What follows belongs to an exercise in optimizing a design on an open flow for small area, a short achievable clock period and few clock cycles per item; a production flow would make more cautious choices. In this exercise RTL edits were held to simulation tests only and were not proved equivalent to the original. Power is estimated from default activity; no workload was simulated.

==> v20: inputs <==
==> flow/design.v <==
`default_nettype none
package rtmf_pkg;
   typedef enum logic [1:0] {
      OP_SET  = 2'd0,
      OP_DEL  = 2'd1,
      OP_LOOK = 2'd2,
      OP_NONE = 2'd3
   } op_type;
   typedef enum logic [1:0] {
      STATUS_OK   = 2'd0,
      STATUS_MISS = 2'd1,
      STATUS_FULL = 2'd2
   } status_type;
   typedef struct packed {
      logic [31:0] net;
      logic [31:0] mask;
      logic [31:0] hop_addr;
      logic [15:0] hop_port;
   } entry_type;
   typedef struct packed {
      op_type      op;
      logic [31:0] dest_addr;
      logic [5:0]  pfx_len;
      logic [31:0] hop_addr;
      logic [15:0] hop_port;
   } req_type;
   typedef struct packed {
      logic        valid;
      status_type  status;
      logic [31:0] hop_addr;
      logic [15:0] hop_port;
   } res_type;
   function automatic logic [31:0] make_mask(input logic [5:0] plen);
      logic [5:0] n;
      begin
         n = (plen > 6'd32) ? 6'd32 : plen;
         make_mask = ~(32'hFFFF_FFFF >> n);
      end
   endfunction
endpackage
`default_nettype wire
`default_nettype none
module route_table_move_to_front #(
   parameter int ENTRIES = 32
) (
   input  wire logic          clock,
   input  wire logic          reset,
   input  wire logic          req_tvalid,
   output logic               req_tready,
   input  wire logic [87:0]   req_tdata,
   input  wire logic [1:0]    req_tuser,    
   output logic               rsp_tvalid,
   input  wire logic          rsp_tready,
   output logic [47:0]        rsp_tdata,
   output logic [1:0]         rsp_tuser     
);
   localparam int N  = ENTRIES;
   localparam int EW = 86;
   logic               r_v, c_v, w_v;
   logic               push;             
   logic               q0_v, q1_v, q2_v;
   logic               go, mv, c_free;
   logic               rdy;
   logic               room;
   logic               pop;
   assign go         = c_v && room;
   assign c_free     = !c_v || go;
   assign mv         = r_v && c_free;
   assign push       = w_v;
   always_ff @(posedge clock) begin
      logic [2:0] n;
      n = 3'(q0_v) + 3'(q1_v) + 3'(q2_v) + 3'(push) + 3'(go) - 3'(pop);
      if (reset) begin
         room <= 1'b1;
      end else begin
         room <= (n <= 3'd2);
      end
   end
   logic [1:0]         r_op;
   logic [31:0]        r_addr;
   logic [5:0]         r_plen;
   logic [47:0]        r_hop;
   logic [5:0]         req_plen_c;
   logic               r_look;
   assign req_plen_c = (req_tdata[37] && (req_tdata[36:32] != 5'd0)) ? 6'd32
                                                                      : req_tdata[37:32];
   assign r_look     = (r_op == rtmf_pkg::OP_LOOK);
   always_ff @(posedge clock) begin
      if (reset) begin
         r_v <= 1'b0;
      end else if (req_tready) begin
         r_v <= req_tvalid;
      end
      if (req_tready && req_tvalid) begin
         r_op   <= req_tuser;
         r_addr <= req_tdata[31:0];
         r_plen <= req_plen_c;
         r_hop  <= req_tdata[85:38];
      end
   end
   logic [N-1:0][EW-1:0] ent;
   logic [N-1:0]         vld_q;          
   logic [N:0]           vld;            
   assign vld = {1'b0, vld_q};
   logic               c_set, c_del, c_look;
   logic [31:0]        c_addr;
   logic [5:0]         c_plen;
   logic [47:0]        c_hop;
   logic [N-1:0]       c_h;              
   logic               c_fix;            
   logic               c_fs;             
   logic               w_look, w_set, w_lookhit;
   logic               w_swap, w_del, w_app;    
   logic [N-1:0]       w_sel;            
   logic [N-1:0]       w_wr;             
   logic [1:0]         w_st;
   logic [EW-1:0]      w_new;            
   logic [EW-1:0]      sel_ent, bus_n, bus_0;
   logic [N-1:0]       rm, rx, rh, rh1;
   logic               rmv;
   logic [31:0]        w_mask, c_mask;
   logic               po, pc;           
   genvar e;
   generate
      for (e = 0; e < N; e++) begin : g_cmp
         logic [31:0] net_e, mask_e;
         logic [5:0]  plen_e;
         assign net_e  = ent[e][85:54];
         assign plen_e = ent[e][53:48];
         assign mask_e = rtmf_pkg::make_mask(plen_e);
         assign rm[e]  = (((r_addr ^ net_e) & mask_e) == 32'd0);
         assign rx[e]  = rm[e] && (plen_e == r_plen);
         assign rh[e]  = r_look ? rm[e] : rx[e];
      end
   endgenerate
   assign w_mask = rtmf_pkg::make_mask(w_new[53:48]);
   assign c_mask = rtmf_pkg::make_mask(c_plen);
   always_comb begin
      logic pm;
      pm = (((r_addr ^ w_new[85:54]) & w_mask) == 32'd0);
      po = r_look ? pm : (pm && (r_plen == w_new[53:48]));
      pm = (((r_addr ^ c_addr) & c_mask) == 32'd0);
      pc = r_look ? pm : (pm && (r_plen == c_plen));
   end
   assign rmv = |(rh & w_sel);
   generate
      for (e = 0; e < N; e++) begin : g_fix_c
         if (e == 0) begin : g_0
            assign rh1[e] = (w_swap || (w_del && w_wr[e])) ? rmv
                          : ((w_app && w_wr[e]) ? po : rh[e]);
         end else begin : g_n
            assign rh1[e] = (w_swap && w_wr[e]) ? rh[0]
                          : ((w_del && w_wr[e]) ? rmv
                          : ((w_app && w_wr[e]) ? po : rh[e]));
         end
      end
   endgenerate
   logic [N-1:0]       h_cor;
   logic               cmv;
   logic [N-1:0]       hit_v, first, last, app, wr;
   logic               hit, full;
   logic               do_swap, do_del, do_app;
   logic [1:0]         res_st;
   logic [N-1:0]       mod, base, po_b, gt;
   logic               ins0, ins_hi, insv0, vi_ins;
   assign cmv    = |(c_h & w_sel);
   assign mod    = (c_fix && (w_swap || w_del || w_app)) ? w_wr : '0;
   assign ins0   = (w_swap || w_del) ? cmv : c_fs;
   assign ins_hi = w_swap ? c_h[0] : (w_del ? cmv : c_fs);
   assign base   = vld_q & c_h & ~mod;
   assign insv0  = vld_q[0] && mod[0] && ins0;
   assign vi_ins = (|(mod[N-1:1] & vld_q[N-1:1])) && ins_hi;
   generate
      for (e = 0; e < N; e++) begin : g_fix_d
         if (e == 0) begin : g_0
            assign h_cor[e] = mod[e] ? ins0 : c_h[e];
            assign po_b[e]  = 1'b0;
            assign gt[e]    = 1'b0;
         end else begin : g_n
            assign h_cor[e] = mod[e] ? ins_hi : c_h[e];
            assign po_b[e]  = |base[e-1:0];
            if (e == 1) begin : g_gt1
               assign gt[e] = 1'b0;
            end else begin : g_gtn
               assign gt[e] = |mod[e-1:1];
            end
         end
      end
   endgenerate
   assign full = vld_q[N-1];
   generate
      for (e = 0; e < N; e++) begin : g_hit
         assign hit_v[e] = vld[e] && h_cor[e];
         assign last[e]  = vld[e] && !vld[e+1];
         if (e == 0) begin : g_first0
            assign first[e] = hit_v[e];
            assign app[e]   = !vld[e];
            assign wr[e]    = (c_look && hit) || ((c_del || c_set) && first[e])
                              || (c_set && app[e]);
         end else begin : g_firstn
            assign first[e] = hit_v[e] && !po_b[e] && !insv0 && !(gt[e] && vi_ins);
            assign app[e]   = vld[e-1] && !vld[e];
            assign wr[e]    = ((c_look || c_del || c_set) && first[e])
                              || (c_set && app[e]);
         end
      end
   endgenerate
   assign hit     = (|base) || insv0 || vi_ins;
   assign do_swap = c_look && hit && !first[0];
   assign do_del  = c_del && hit;
   assign do_app  = c_set && !hit && !full;
   always_comb begin
      res_st = rtmf_pkg::STATUS_MISS;
      if ((c_look || c_del || c_set) && hit) begin
         res_st = rtmf_pkg::STATUS_OK;
      end else if (c_set) begin
         res_st = full ? rtmf_pkg::STATUS_FULL : rtmf_pkg::STATUS_OK;
      end
   end
   always_ff @(posedge clock) begin
      if (reset) begin
         vld_q <= '0;
      end else if (go && do_app) begin
         vld_q <= {vld_q[N-2:0], 1'b1};
      end else if (go && do_del) begin
         vld_q <= {1'b0, vld_q[N-1:1]};
      end
   end
   always_ff @(posedge clock) begin
      if (reset) begin
         c_v <= 1'b0;
      end else if (c_free) begin
         c_v <= r_v;
      end
      if (mv) begin
         c_set  <= (r_op == rtmf_pkg::OP_SET);
         c_del  <= (r_op == rtmf_pkg::OP_DEL);
         c_look <= r_look;
         c_addr <= r_addr;
         c_plen <= r_plen;
         c_hop  <= r_hop;
         c_h    <= rh1;
         c_fix  <= go;
         c_fs   <= pc;
      end else begin
         c_h    <= h_cor;
         c_fix  <= 1'b0;
      end
   end
   always_ff @(posedge clock) begin
      if (reset) begin
         w_v    <= 1'b0;
         w_wr   <= '0;
         w_swap <= 1'b0;
         w_del  <= 1'b0;
         w_app  <= 1'b0;
      end else begin
         w_v    <= go;
         w_wr   <= go ? wr : '0;
         w_swap <= go && do_swap;
         w_del  <= go && do_del;
         w_app  <= go && do_app;
      end
      w_look    <= c_look;
      w_set     <= c_set;
      w_lookhit <= c_look && hit;
      w_sel     <= c_del ? last : first;
      w_st      <= res_st;
      w_new     <= {c_addr & c_mask, c_plen, c_hop};
   end
   logic [49:0]        res;
   always_comb begin
      sel_ent = '0;
      for (int i = 0; i < N; i++) begin
         sel_ent = sel_ent | (ent[i] & {EW{w_sel[i]}});
      end
   end
   assign bus_n = w_look ? ent[0] : (w_set ? w_new : sel_ent);
   assign bus_0 = w_look ? sel_ent : bus_n;
   generate
      for (e = 0; e < N; e++) begin : g_wr
         always_ff @(posedge clock) begin
            if (w_wr[e]) begin
               ent[e] <= (e == 0) ? bus_0 : bus_n;
            end
         end
      end
   endgenerate
   assign res = {w_st, sel_ent[47:0] & {48{w_lookhit}}};
   logic [49:0] q0_d, q1_d, q2_d;
   assign pop = q0_v && rsp_tready;
   always_ff @(posedge clock) begin
      if (reset) begin
         q0_v <= 1'b0;
         q1_v <= 1'b0;
         q2_v <= 1'b0;
      end else if (pop || !q0_v) begin
         q0_v <= q1_v || push;
         q1_v <= q2_v || (q1_v && push);
         q2_v <= q2_v && push;
      end else begin
         q1_v <= q1_v || push;
         q2_v <= q2_v || (q1_v && push);
      end
      if (pop || !q0_v) begin
         q0_d <= q1_v ? q1_d : res;
         q1_d <= q2_v ? q2_d : res;
         q2_d <= res;
      end else begin
         if (!q1_v) begin
            q1_d <= res;
         end
         if (!q2_v) begin
            q2_d <= res;
         end
      end
   end
   assign rsp_tvalid = q0_v;
   assign rsp_tuser  = q0_d[49:48];
   assign rsp_tdata  = q0_d[47:0];
   always_ff @(posedge clock) begin
      logic r_v_n, c_v_n, room_n;
      logic [2:0] n;
      n      = 3'(q0_v) + 3'(q1_v) + 3'(q2_v) + 3'(push) + 3'(go) - 3'(pop);
      r_v_n  = rdy ? req_tvalid : r_v;
      c_v_n  = c_free ? r_v : c_v;
      room_n = (n <= 3'd2);
      if (reset) begin
         rdy <= 1'b1;
      end else begin
         rdy <= !r_v_n || !c_v_n || room_n;
      end
   end
   assign req_tready = rdy;
endmodule
`default_nettype wire
==> flow/run.sh <==
#!/bin/bash
# synth_recipe.tcl (not shown) runs the flow's synth.tcl, then flattens the netlist and writes it again
# the make line also repeats each setting of config.mk as NAME=value (left out here)
make -C /OpenROAD-flow-scripts/flow DESIGN_CONFIG=/design/flow/config.mk WORK_HOME=/design/flow/orfs CLKGATE_MAP_FILE= SYNTH_SCRIPT=/design/flow/synth_recipe.tcl finish
==> flow/config.mk <==
export PLATFORM = sky130hd
export DESIGN_NAME = route_table_move_to_front
export DESIGN_NICKNAME = route_table_move_to_front
export VERILOG_FILES = /design/flow/design.v
export SDC_FILE = /design/flow/constraint.sdc
export NUM_CORES = 4
export LEC_CHECK = 0
export ABC_AREA = 1
export CAP_MARGIN = 40
export CORE_MARGIN = 2
export CORE_UTILIZATION = 55
export CTS_CLUSTER_DIAMETER = 60
export CTS_CLUSTER_SIZE = 24
export PLACE_DENSITY = 0.7
export SETUP_SLACK_MARGIN = 4.5
export SLEW_MARGIN = 40
export TNS_END_PERCENT = 30
==> flow/constraint.sdc <==
create_clock -name core_clock -period 8.0 [get_ports {clock}]
set_input_delay 1.6000 -clock core_clock [delete_from_list [all_inputs] [get_ports {clock}]]
set_output_delay 1.6000 -clock core_clock [all_outputs]
set_load 0.01 [all_outputs]
==> inputs of v8, as changes to v20 <==
--- a/flow/design.v
+++ b/flow/design.v
@@ -59,6 +59,4 @@
    logic               r_v, c_v, w_v;
-   logic               push;             
    logic               q0_v, q1_v, q2_v;
    logic               go, mv, c_free;
-   logic               rdy;
    logic               room;
@@ -68,6 +66,6 @@
    assign mv         = r_v && c_free;
-   assign push       = w_v;
+   assign req_tready = !r_v || !c_v || room;
    always_ff @(posedge clock) begin
       logic [2:0] n;
-      n = 3'(q0_v) + 3'(q1_v) + 3'(q2_v) + 3'(push) + 3'(go) - 3'(pop);
+      n = 3'(q0_v) + 3'(q1_v) + 3'(q2_v) + 3'(w_v) + 3'(go) - 3'(pop);
       if (reset) begin
@@ -113,2 +111,3 @@
    logic               w_swap, w_del, w_app;    
+   logic [N-1:0]       w_pos;            
    logic [N-1:0]       w_sel;            
@@ -117,3 +116,2 @@
    logic [EW-1:0]      w_new;            
-   logic [EW-1:0]      sel_ent, bus_n, bus_0;
    logic [N-1:0]       rm, rx, rh, rh1;
@@ -148,8 +146,8 @@
          if (e == 0) begin : g_0
-            assign rh1[e] = (w_swap || (w_del && w_wr[e])) ? rmv
-                          : ((w_app && w_wr[e]) ? po : rh[e]);
+            assign rh1[e] = (w_swap || (w_del && w_pos[e])) ? rmv
+                          : ((w_app && w_pos[e]) ? po : rh[e]);
          end else begin : g_n
-            assign rh1[e] = (w_swap && w_wr[e]) ? rh[0]
-                          : ((w_del && w_wr[e]) ? rmv
-                          : ((w_app && w_wr[e]) ? po : rh[e]));
+            assign rh1[e] = (w_swap && w_pos[e]) ? rh[0]
+                          : ((w_del && w_pos[e]) ? rmv
+                          : ((w_app && w_pos[e]) ? po : rh[e]));
          end
@@ -163,11 +161,3 @@
    logic [1:0]         res_st;
-   logic [N-1:0]       mod, base, po_b, gt;
-   logic               ins0, ins_hi, insv0, vi_ins;
-   assign cmv    = |(c_h & w_sel);
-   assign mod    = (c_fix && (w_swap || w_del || w_app)) ? w_wr : '0;
-   assign ins0   = (w_swap || w_del) ? cmv : c_fs;
-   assign ins_hi = w_swap ? c_h[0] : (w_del ? cmv : c_fs);
-   assign base   = vld_q & c_h & ~mod;
-   assign insv0  = vld_q[0] && mod[0] && ins0;
-   assign vi_ins = (|(mod[N-1:1] & vld_q[N-1:1])) && ins_hi;
+   assign cmv = |(c_h & w_sel);
    generate
@@ -175,13 +165,8 @@
          if (e == 0) begin : g_0
-            assign h_cor[e] = mod[e] ? ins0 : c_h[e];
-            assign po_b[e]  = 1'b0;
-            assign gt[e]    = 1'b0;
+            assign h_cor[e] = (c_fix && (w_swap || (w_del && w_pos[e]))) ? cmv
+                            : ((c_fix && w_app && w_pos[e]) ? c_fs : c_h[e]);
          end else begin : g_n
-            assign h_cor[e] = mod[e] ? ins_hi : c_h[e];
-            assign po_b[e]  = |base[e-1:0];
-            if (e == 1) begin : g_gt1
-               assign gt[e] = 1'b0;
-            end else begin : g_gtn
-               assign gt[e] = |mod[e-1:1];
-            end
+            assign h_cor[e] = (c_fix && w_swap && w_pos[e]) ? c_h[0]
+                            : ((c_fix && w_del && w_pos[e]) ? cmv
+                            : ((c_fix && w_app && w_pos[e]) ? c_fs : c_h[e]));
          end
@@ -200,6 +185,5 @@
          end else begin : g_firstn
-            assign first[e] = hit_v[e] && !po_b[e] && !insv0 && !(gt[e] && vi_ins);
+            assign first[e] = hit_v[e] && (hit_v[e-1:0] == '0);
             assign app[e]   = vld[e-1] && !vld[e];
-            assign wr[e]    = ((c_look || c_del || c_set) && first[e])
-                              || (c_set && app[e]);
+            assign wr[e]    = first[e] || (c_set && app[e]);
          end
@@ -207,3 +191,3 @@
    endgenerate
-   assign hit     = (|base) || insv0 || vi_ins;
+   assign hit     = |hit_v;
    assign do_swap = c_look && hit && !first[0];
@@ -263,9 +247,13 @@
       end
-      w_look    <= c_look;
-      w_set     <= c_set;
-      w_lookhit <= c_look && hit;
-      w_sel     <= c_del ? last : first;
-      w_st      <= res_st;
-      w_new     <= {c_addr & c_mask, c_plen, c_hop};
+      if (go) begin
+         w_look    <= c_look;
+         w_set     <= c_set;
+         w_lookhit <= c_look && hit;
+         w_pos     <= c_set ? app : first;
+         w_sel     <= c_del ? last : first;
+         w_st      <= res_st;
+         w_new     <= {c_addr & c_mask, c_plen, c_hop};
+      end
    end
+   logic [EW-1:0]      sel_ent, bus_n, bus_0;
    logic [49:0]        res;
@@ -297,8 +285,8 @@
       end else if (pop || !q0_v) begin
-         q0_v <= q1_v || push;
-         q1_v <= q2_v || (q1_v && push);
-         q2_v <= q2_v && push;
+         q0_v <= q1_v || w_v;
+         q1_v <= q2_v || (q1_v && w_v);
+         q2_v <= q2_v && w_v;
       end else begin
-         q1_v <= q1_v || push;
-         q2_v <= q2_v || (q1_v && push);
+         q1_v <= q1_v || w_v;
+         q2_v <= q2_v || (q1_v && w_v);
       end
@@ -320,16 +308,2 @@
    assign rsp_tdata  = q0_d[47:0];
-   always_ff @(posedge clock) begin
-      logic r_v_n, c_v_n, room_n;
-      logic [2:0] n;
-      n      = 3'(q0_v) + 3'(q1_v) + 3'(q2_v) + 3'(push) + 3'(go) - 3'(pop);
-      r_v_n  = rdy ? req_tvalid : r_v;
-      c_v_n  = c_free ? r_v : c_v;
-      room_n = (n <= 3'd2);
-      if (reset) begin
-         rdy <= 1'b1;
-      end else begin
-         rdy <= !r_v_n || !c_v_n || room_n;
-      end
-   end
-   assign req_tready = rdy;
 endmodule
Settings changed: CAP_MARGIN 40 to 20, CTS_CLUSTER_DIAMETER 60 to 80, CTS_CLUSTER_SIZE 24 to 30, SLEW_MARGIN 40 to 20, TNS_END_PERCENT 30 to 5.
==> inputs of v19, as changes to v20 <==
--- a/flow/design.v
+++ b/flow/design.v
@@ -59,6 +59,4 @@
    logic               r_v, c_v, w_v;
-   logic               push;             
    logic               q0_v, q1_v, q2_v;
    logic               go, mv, c_free;
-   logic               rdy;
    logic               room;
@@ -68,6 +66,6 @@
    assign mv         = r_v && c_free;
-   assign push       = w_v;
+   assign req_tready = !r_v || !c_v || room;
    always_ff @(posedge clock) begin
       logic [2:0] n;
-      n = 3'(q0_v) + 3'(q1_v) + 3'(q2_v) + 3'(push) + 3'(go) - 3'(pop);
+      n = 3'(q0_v) + 3'(q1_v) + 3'(q2_v) + 3'(w_v) + 3'(go) - 3'(pop);
       if (reset) begin
@@ -113,2 +111,3 @@
    logic               w_swap, w_del, w_app;    
+   logic [N-1:0]       w_pos;            
    logic [N-1:0]       w_sel;            
@@ -117,3 +116,2 @@
    logic [EW-1:0]      w_new;            
-   logic [EW-1:0]      sel_ent, bus_n, bus_0;
    logic [N-1:0]       rm, rx, rh, rh1;
@@ -148,8 +146,8 @@
          if (e == 0) begin : g_0
-            assign rh1[e] = (w_swap || (w_del && w_wr[e])) ? rmv
-                          : ((w_app && w_wr[e]) ? po : rh[e]);
+            assign rh1[e] = (w_swap || (w_del && w_pos[e])) ? rmv
+                          : ((w_app && w_pos[e]) ? po : rh[e]);
          end else begin : g_n
-            assign rh1[e] = (w_swap && w_wr[e]) ? rh[0]
-                          : ((w_del && w_wr[e]) ? rmv
-                          : ((w_app && w_wr[e]) ? po : rh[e]));
+            assign rh1[e] = (w_swap && w_pos[e]) ? rh[0]
+                          : ((w_del && w_pos[e]) ? rmv
+                          : ((w_app && w_pos[e]) ? po : rh[e]));
          end
@@ -163,11 +161,3 @@
    logic [1:0]         res_st;
-   logic [N-1:0]       mod, base, po_b, gt;
-   logic               ins0, ins_hi, insv0, vi_ins;
-   assign cmv    = |(c_h & w_sel);
-   assign mod    = (c_fix && (w_swap || w_del || w_app)) ? w_wr : '0;
-   assign ins0   = (w_swap || w_del) ? cmv : c_fs;
-   assign ins_hi = w_swap ? c_h[0] : (w_del ? cmv : c_fs);
-   assign base   = vld_q & c_h & ~mod;
-   assign insv0  = vld_q[0] && mod[0] && ins0;
-   assign vi_ins = (|(mod[N-1:1] & vld_q[N-1:1])) && ins_hi;
+   assign cmv = |(c_h & w_sel);
    generate
@@ -175,13 +165,8 @@
          if (e == 0) begin : g_0
-            assign h_cor[e] = mod[e] ? ins0 : c_h[e];
-            assign po_b[e]  = 1'b0;
-            assign gt[e]    = 1'b0;
+            assign h_cor[e] = (c_fix && (w_swap || (w_del && w_pos[e]))) ? cmv
+                            : ((c_fix && w_app && w_pos[e]) ? c_fs : c_h[e]);
          end else begin : g_n
-            assign h_cor[e] = mod[e] ? ins_hi : c_h[e];
-            assign po_b[e]  = |base[e-1:0];
-            if (e == 1) begin : g_gt1
-               assign gt[e] = 1'b0;
-            end else begin : g_gtn
-               assign gt[e] = |mod[e-1:1];
-            end
+            assign h_cor[e] = (c_fix && w_swap && w_pos[e]) ? c_h[0]
+                            : ((c_fix && w_del && w_pos[e]) ? cmv
+                            : ((c_fix && w_app && w_pos[e]) ? c_fs : c_h[e]));
          end
@@ -200,6 +185,5 @@
          end else begin : g_firstn
-            assign first[e] = hit_v[e] && !po_b[e] && !insv0 && !(gt[e] && vi_ins);
+            assign first[e] = hit_v[e] && (hit_v[e-1:0] == '0);
             assign app[e]   = vld[e-1] && !vld[e];
-            assign wr[e]    = ((c_look || c_del || c_set) && first[e])
-                              || (c_set && app[e]);
+            assign wr[e]    = first[e] || (c_set && app[e]);
          end
@@ -207,3 +191,3 @@
    endgenerate
-   assign hit     = (|base) || insv0 || vi_ins;
+   assign hit     = |hit_v;
    assign do_swap = c_look && hit && !first[0];
@@ -263,9 +247,13 @@
       end
-      w_look    <= c_look;
-      w_set     <= c_set;
-      w_lookhit <= c_look && hit;
-      w_sel     <= c_del ? last : first;
-      w_st      <= res_st;
-      w_new     <= {c_addr & c_mask, c_plen, c_hop};
+      if (go) begin
+         w_look    <= c_look;
+         w_set     <= c_set;
+         w_lookhit <= c_look && hit;
+         w_pos     <= c_set ? app : first;
+         w_sel     <= c_del ? last : first;
+         w_st      <= res_st;
+         w_new     <= {c_addr & c_mask, c_plen, c_hop};
+      end
    end
+   logic [EW-1:0]      sel_ent, bus_n, bus_0;
    logic [49:0]        res;
@@ -297,8 +285,8 @@
       end else if (pop || !q0_v) begin
-         q0_v <= q1_v || push;
-         q1_v <= q2_v || (q1_v && push);
-         q2_v <= q2_v && push;
+         q0_v <= q1_v || w_v;
+         q1_v <= q2_v || (q1_v && w_v);
+         q2_v <= q2_v && w_v;
       end else begin
-         q1_v <= q1_v || push;
-         q2_v <= q2_v || (q1_v && push);
+         q1_v <= q1_v || w_v;
+         q2_v <= q2_v || (q1_v && w_v);
       end
@@ -320,16 +308,2 @@
    assign rsp_tdata  = q0_d[47:0];
-   always_ff @(posedge clock) begin
-      logic r_v_n, c_v_n, room_n;
-      logic [2:0] n;
-      n      = 3'(q0_v) + 3'(q1_v) + 3'(q2_v) + 3'(push) + 3'(go) - 3'(pop);
-      r_v_n  = rdy ? req_tvalid : r_v;
-      c_v_n  = c_free ? r_v : c_v;
-      room_n = (n <= 3'd2);
-      if (reset) begin
-         rdy <= 1'b1;
-      end else begin
-         rdy <= !r_v_n || !c_v_n || room_n;
-      end
-   end
-   assign req_tready = rdy;
 endmodule
Settings changed: ABC_AREA 1 to not set, ABC_CLOCK_PERIOD_IN_PS set to 3000, CAP_MARGIN 40 to 20, CORE_UTILIZATION 55 to 30, CTS_CLUSTER_DIAMETER 60 to 80, CTS_CLUSTER_SIZE 24 to 30, PLACE_DENSITY 0.7 to 0.45, SLEW_MARGIN 40 to 20, TNS_END_PERCENT 30 to 5.
==> summary of the runs <==
The lowest power belongs to v8, the highest to v19.
Synthesized area: v19 < v20 < v8.
Clock power, highest first: v19, v20, v8.
First-iteration DRC count, lowest first: v19, v20, v8.
Clock-buffer cell count: v20 > v19 > v8.
In critical path depth, v20 and v19 do not differ.
v20 completed with no timing, DRC or antenna violations. v8 finished clean. v19 completed, yet does not pass: slew limit.
Between v19 and v8, the lower register-to-register slack is in v19 (gap 0.44 ns).
Cell area: v8 is lower than v19 (about 1.6%).
The highest core utilization belongs to v20, the lowest to v19.
==> figures <==
| item | v8 | v20 | v19 |
|---|---|---|---|
| Die height | 537.7 microns | 532.4 microns | 712.2 microns |
| Number of sinks driven by the clock tree | 3342 | 3311 | 3342 |
| Overall power | 32760 uW | 35230 uW | 36830 uW |
| Multi-input gate count | 10.20k | 10.17k | 6927 |
| Wire length of the first global-routing pass | 1016000 microns | 1005000 microns | 1299000 microns |
| Total of flip-flops plus latches after synthesis | 3342 | 3311 | 3342 |
| Area of the core region | 282800 sq um | 277200 sq um | 500300 sq um |
| Die W | 537.7 microns | 532.4 microns | 712.2 microns |
| CP Max Fanout | 52 | 31 | 38 |
| Post-DP Area | 163500 sq um | 161000 sq um | 163000 sq um |
| Leakage power total | 0.06506 uW | 0.06574 uW | 0.05740 uW |
| Remaining max-slew budget at the tightest pin | 10.07% | 28.56% | -0.9908% |
| Clock power frac | 33.0% | 37.7% | 37.9% |
| Largest incremental delay on the critical path | 0.60 ns | 0.62 ns | 1.01 ns |
| Count of flip-flops with a built-in enable after synthesis | 3135 | 2980 | 3135 |
| Multiplexer share of the synthesized area | 0.01278% | 0.01304% | 2.546% |
| Run status | finished clean | finished clean | failed layout checks |
| Reasons for failing layout checks | - | - | slew limit |
| Met3 layer usage reported by global route | 18.88% | 16.32% | 14.13% |
| Layout cell share with drive strength beyond 1 | 9.812% | 11.38% | 17.05% |
| Tmin final | 4.520 ns | 4.117 ns | 4.962 ns |
Testbench counts of v20, summed over its fixed seeds: cycles 5,840, items 5,808.
Testbench counts of v8, summed over its fixed seeds: cycles 5,840, items 5,808.
Testbench counts of v19, summed over its fixed seeds: cycles 5,840, items 5,808.

==> re-timing with driven ports <==
Ports are ideal in the flow. The routed layouts listed here were re-timed in OpenROAD.
Step 1: set_driving_cell puts a clkbuf_16 on clock and a buf_2 on each other input, an assumption about the parent block.
Step 2 times the ports against the registers' clock, not the clock port: input delays grow and output delays shrink by t, the midpoint of the rising clock arrivals with the driver on.
Slacks: no drivers / after step 1 / after step 2; pairs: no drivers / after step 1.
run | shift t [ns] | setup slack, ns | worst hold slack (ns) | worst slew at a driven data input, ns
v20 | 1.117 | 3.883 / 3.883 / 3.819 | 0.347 / 0.347 / 0.347 | 0.12
v8 | 1.069 | 3.480 / 3.480 / 3.229 | 0.422 / 0.422 / 0.422 | 0.18
v19 | 1.148 | 3.038 / 3.038 / 3.038 | 0.420 / 0.420 / 0.420 | 0.11
For v8, which loses most, drivers alone change the setup slack by 0.000 ns; drivers and shift together by -0.251 ns.
